What follows belongs to an exercise in optimizing a design on an open flow for small area; a production flow would make more cautious choices. The RTL was checked by simulation tests, not by an equivalence proof against the original design. Power is estimated from default activity; no workload was simulated.

Setup of run 1:
## ethernet_arp_icmp_macsec_classifier_core
module ethernet_arp_icmp_macsec_classifier_core #(
    parameter int unsigned LENGTH_BITS = 14
) (
    input  wire logic                   i_clk,
    input  wire logic                   i_rst_n,
    input  wire logic                   i_in_valid,
    output logic                        o_in_stall,
    input  wire logic [7:0]             i_data_byte,
    input  wire logic                   i_last_byte,
    output logic                        o_out_valid,
    input  wire logic                   i_out_stall,
    output logic [2:0]                  o_status,
    output logic [2:0]                  o_protocol,
    output logic [LENGTH_BITS-1:0]      o_frame_length,
    output logic [31:0]                 o_word_a,
    output logic [31:0]                 o_word_b,
    output logic [15:0]                 o_half_a,
    output logic [15:0]                 o_half_b,
    output logic [7:0]                  o_byte_a,
    output logic [7:0]                  o_byte_b,
    output logic [7:0]                  o_byte_c
);
Size in the first run: roughly 820 cells after synthesis, about 350 flip-flops, ~160 I/O pins, ~13,000 µm² of cells after synthesis.
clock: 5.0 ns
lec_check: 0
cap_margin: 20
core_margin: 2
core_utilization: 75
slew_margin: 20
standard.sh (not shown) runs the stock make flow with config.mk's settings and CLKGATE_MAP_FILE= SYNTH_SCRIPT=/design/flow/synth_recipe.tcl, a recipe that flattens the netlist after the stock synthesis.
==> flow/flow/run.sh <==
#!/bin/bash
# layout flow: the standard flow (standard.sh, unchanged synthesis) with
#  - port buffers made of the smallest buffer cell, sky130_fd_sc_hd__buf_1
#  - clock tree of clkbuf_8 with sink clusters of at most 16 flip-flops, no dummy loads
# each tool's output goes to standard.log here and to ORFS's own logs under orfs/logs
set -euo pipefail
export BUFFER_PORTS_ARGS="-buffer_cell sky130_fd_sc_hd__buf_1"
export CTS_ARGS="-sink_clustering_enable -repair_clock_nets -sink_clustering_size 16 -sink_clustering_max_diameter 40 -buf_list sky130_fd_sc_hd__clkbuf_8 -dont_use_dummy_load"
bash standard.sh > standard.log 2>&1
The following lists how run 2 was set up differently from run 1:
-- flow/flow/run.sh --
<<< run 1, line 7
export BUFFER_PORTS_ARGS="-buffer_cell sky130_fd_sc_hd__buf_1"
export CTS_ARGS="-sink_clustering_enable -repair_clock_nets -sink_clustering_size 16 -sink_clustering_max_diameter 40 -buf_list sky130_fd_sc_hd__clkbuf_8 -dont_use_dummy_load"
bash standard.sh > standard.log 2>&1
>>> run 2, line 7
export BUFFER_PORTS_ARGS="-buffer_cell sky130_fd_sc_hd__buf_1"
export CTS_ARGS="-sink_clustering_enable -repair_clock_nets -sink_clustering_size 18 -sink_clustering_max_diameter 45 -buf_list sky130_fd_sc_hd__clkbuf_8 -dont_use_dummy_load"
bash standard.sh > standard.log 2>&1
==> summary.txt <==
NOTE: worst slew margin relative to its limit in run 2 falls short of that of run 1
Run 2 vs. run 1: clock network power share went down by 2.2 points.
Run 2 was carried through to the last stage, and its layout satisfied the timing, design-rule and antenna checks.
Reported for run 1 and run 2, post-route setup TNS turned out identical to the last digit.
For run 3, these inputs were changed with respect to run 2:
==> flow/flow/run.sh <==
#!/bin/bash
# layout flow: the standard flow (standard.sh) with
#  - synthesis: the standard synthesis script, run on a copy of ORFS's scripts in which only
#    the ABC mapping script (abc_speed.script) is replaced by flow/abc_map.script, an
#    area-recovering variant of it; flip-flops are mapped before ABC, so registers, their
#    names and cell types are those of the standard synthesis
#  - port buffers made of the smallest buffer cell, sky130_fd_sc_hd__buf_1
#  - clock tree of clkbuf_8 with small sink clusters and no dummy loads
# logs: synth.log and standard.log here, and each step's log under orfs/logs
set -euo pipefail
rm -rf scripts_abc
cp -r "$FLOW_HOME/scripts" scripts_abc
cp flow/abc_map.script scripts_abc/abc_speed.script
export BUFFER_PORTS_ARGS="-buffer_cell sky130_fd_sc_hd__buf_1"
export CTS_ARGS="-sink_clustering_enable -repair_clock_nets -sink_clustering_size 24 -sink_clustering_max_diameter 40 -buf_list sky130_fd_sc_hd__clkbuf_8 -dont_use_dummy_load"
bash standard.sh synth SCRIPTS_DIR="$PWD/scripts_abc" > synth.log 2>&1
bash standard.sh > standard.log 2>&1
==> flow/flow/abc_map.script (new file) <==
&get -n
&st
&dch
&nf
&st
&syn2
&if -g -K 6
&synch2
&nf -R 1000
&put
--- outcome ---
Run 3 vs. run 2: number of buffers created by CTS went up by 5.
Min reported clock group power across run 2 and run 3: run 2
For the combined area of the multi-input logic cells, run 3 came in 130 µm² lower than run 2 did.
Run 3 vs. run 2: final-layout worst hold slack went down by 0.012 ns.
In run 3 the part of the total power dissipated in the clock network turned out 2.3 points higher than in run 2.
> inputs changed (run 3 -> run 4)
-- flow/flow/run.sh --
<<< run 3, line 14
export BUFFER_PORTS_ARGS="-buffer_cell sky130_fd_sc_hd__buf_1"
export CTS_ARGS="-sink_clustering_enable -repair_clock_nets -sink_clustering_size 24 -sink_clustering_max_diameter 40 -buf_list sky130_fd_sc_hd__clkbuf_8 -dont_use_dummy_load"
bash standard.sh synth SCRIPTS_DIR="$PWD/scripts_abc" > synth.log 2>&1
>>> run 4, line 14
export BUFFER_PORTS_ARGS="-buffer_cell sky130_fd_sc_hd__buf_1"
export CTS_ARGS="-sink_clustering_enable -repair_clock_nets -sink_clustering_size 18 -sink_clustering_max_diameter 45 -buf_list sky130_fd_sc_hd__clkbuf_8 -dont_use_dummy_load"
bash standard.sh synth SCRIPTS_DIR="$PWD/scripts_abc" > synth.log 2>&1
==> comparison <==
- Summary — post-route clock period utilization, run 4 relative to run 3: higher, by 0.72 points.
- | count of routing violations after the opening detailed-route iteration | run 4 vs run 3 | 29 lower |
- The clock latency reported for the late side of the worst-skew pair in run 4 sits 0.02 ns above the value recorded for run 3.
- Delta (run 4 minus run 3): minimum clock period went up 0.036 ns; non-filler instance count after layout went down 5; sequential share of layout area went up 0.35 points; layout-stage area growth over the synthesis result went down 0.54 points; clock-pin slew reported for the worst setup and hold paths after clock tree synthesis held.
- Between run 4 and run 3, number of buffers inserted during clock tree synthesis is higher for run 3, run 4 comes in under that.
- Note that the clock buffer count recorded for run 4 amounts to 0.857 times the value seen in run 3.

nickel:
ethernet_arp_icmp_macsec_classifier_core, a different RTL version from the one above (not shown whole).
Size in the first run: ~750 cells after synthesis, ~350 flip-flops, ~160 I/O pins, roughly 0.013 mm² of cells after synthesis.
clock: 5.0 ns
lec_check: 0
cap_margin: 20
core_margin: 2
core_utilization: 75
slew_margin: 20
==> flow/flow/run.sh <==
#!/bin/bash
# layout flow: the standard flow (standard.sh) with
#  - synthesis: the standard synthesis script, run on a copy of ORFS's scripts in which only
#    the ABC mapping script (abc_speed.script) is replaced by flow/abc_map.script, an
#    area-recovering variant of it; flip-flops are mapped before ABC, so registers, their
#    names and cell types are those of the standard synthesis
#  - port buffers made of the smallest buffer cell, sky130_fd_sc_hd__buf_1
#  - clock tree of clkbuf_8 with small sink clusters and no dummy loads
# logs: synth.log and standard.log here, and each step's log under orfs/logs
set -euo pipefail
rm -rf scripts_abc
cp -r "$FLOW_HOME/scripts" scripts_abc
cp flow/abc_map.script scripts_abc/abc_speed.script
export BUFFER_PORTS_ARGS="-buffer_cell sky130_fd_sc_hd__buf_1"
export CTS_ARGS="-sink_clustering_enable -repair_clock_nets -sink_clustering_size 18 -sink_clustering_max_diameter 45 -buf_list sky130_fd_sc_hd__clkbuf_8 -dont_use_dummy_load"
bash standard.sh synth SCRIPTS_DIR="$PWD/scripts_abc" > synth.log 2>&1
bash standard.sh > standard.log 2>&1
==> flow/flow/abc_map.script <==
&get -n
&st
&dch
&nf
&st
&syn2
&if -g -K 6
&synch2
&nf
&st
&syn2
&if -g -K 6
&synch2
&nf
&st
&dch -f
&nf -R 1000
&st
&dch -f
&nf -R 1000
&st
&dch -f
&nf -R 1000
&st
&dch -f
&nf -R 1000
&put
The flow did not stop early for nickel: all stages ran, and the layout cleared the timing, design-rule and antenna checks.
Edits applied to the flow inputs when going from nickel to yarrow:
Settings: swapping 75 for 80 in CORE_UTILIZATION.
diff --git a/flow/flow/run.sh b/flow/flow/run.sh
--- a/flow/flow/run.sh
+++ b/flow/flow/run.sh
@@ -8 +8 @@
-#  - clock tree of clkbuf_8 with small sink clusters and no dummy loads
+#  - clock tree: clkbuf_16 at the sink clusters (at most 30 flip-flops), clkbuf_8 above them, no dummy loads
@@ -15 +15 @@
-export CTS_ARGS="-sink_clustering_enable -repair_clock_nets -sink_clustering_size 18 -sink_clustering_max_diameter 45 -buf_list sky130_fd_sc_hd__clkbuf_8 -dont_use_dummy_load"
+export CTS_ARGS="-sink_clustering_enable -repair_clock_nets -sink_clustering_size 30 -sink_clustering_max_diameter 60 -buf_list sky130_fd_sc_hd__clkbuf_16 -root_buf sky130_fd_sc_hd__clkbuf_8 -tree_buf sky130_fd_sc_hd__clkbuf_8 -dont_use_dummy_load"
- Final instance area of yarrow falls short of that of nickel slightly.
- Against nickel, yarrow comes in 2.9% higher on net switching power.
- Post-cts resize count came out exactly the same in nickel and yarrow.
- Clock-cell share of area ended up 0.42 points lower on yarrow than on nickel.
Setup changes, yarrow to juniper
Settings: swapping 80 for 75 in CORE_UTILIZATION.
diff --git a/flow/flow/run.sh b/flow/flow/run.sh
--- a/flow/flow/run.sh
+++ b/flow/flow/run.sh
@@ -8 +8 @@
-#  - clock tree: clkbuf_16 at the sink clusters (at most 30 flip-flops), clkbuf_8 above them, no dummy loads
+#  - clock tree of clkbuf_8 with small sink clusters and no dummy loads
@@ -15 +15 @@
-export CTS_ARGS="-sink_clustering_enable -repair_clock_nets -sink_clustering_size 30 -sink_clustering_max_diameter 60 -buf_list sky130_fd_sc_hd__clkbuf_16 -root_buf sky130_fd_sc_hd__clkbuf_8 -tree_buf sky130_fd_sc_hd__clkbuf_8 -dont_use_dummy_load"
+export CTS_ARGS="-sink_clustering_enable -repair_clock_nets -sink_clustering_size 20 -sink_clustering_max_diameter 45 -buf_list sky130_fd_sc_hd__clkbuf_8 -dont_use_dummy_load"
[summary]
- juniper went all the way through synthesis, placement and routing and the layout is clean on timing, DRC and antenna.
- Summary: maximum frequency from static timing analysis, juniper better than yarrow
- The overall routing resource usage in juniper was lower than what yarrow gave.
- For power, juniper and yarrow come out practically identical.
- Going from yarrow to juniper, xor/xnor share of the synthesized area level; final-layout non-clock buffer area share about even; combinational cell power fell by about 4%.

==> re-timing with driven ports <==
How much do the figures lean on ideal ports? The routed layouts below were timed once more, with nothing changed but the port constraints.
Step 1 (the two cells are an assumption about what drives the block):
set clk [get_ports {i_clk}]
set_driving_cell -lib_cell sky130_fd_sc_hd__clkbuf_16 $clk
set_driving_cell -lib_cell sky130_fd_sc_hd__buf_2 [delete_from_list [all_inputs] $clk]
Step 2, shift: input delay + t, output delay - t, t = (earliest + latest rising clock arrival at the registers) / 2. This alone moves slack from input paths to output paths.
Slacks: ideal / step 1 / step 2; pairs: ideal / step 1.
run | t, ns | setup slack, ns | latest minus earliest clock arrival (ns)
run 1 | 0.557 | 0.939 / 0.897 / 1.212 | 0.064 / 0.065
run 2 | 0.599 | 0.988 / 0.947 / 1.300 | 0.071 / 0.071
run 3 | 0.564 | 1.003 / 1.003 / 1.003 | 0.068 / 0.068
run 4 | 0.601 | 0.966 / 0.966 / 0.966 | 0.066 / 0.066
nickel | 0.613 | 1.107 / 1.069 / 1.518 | 0.055 / 0.054
yarrow | 0.602 | 0.809 / 0.771 / 1.373 | 0.027 / 0.028
juniper | 0.615 | 1.096 / 1.058 / 1.564 | 0.060 / 0.059
After both steps every run listed still meets setup and hold.
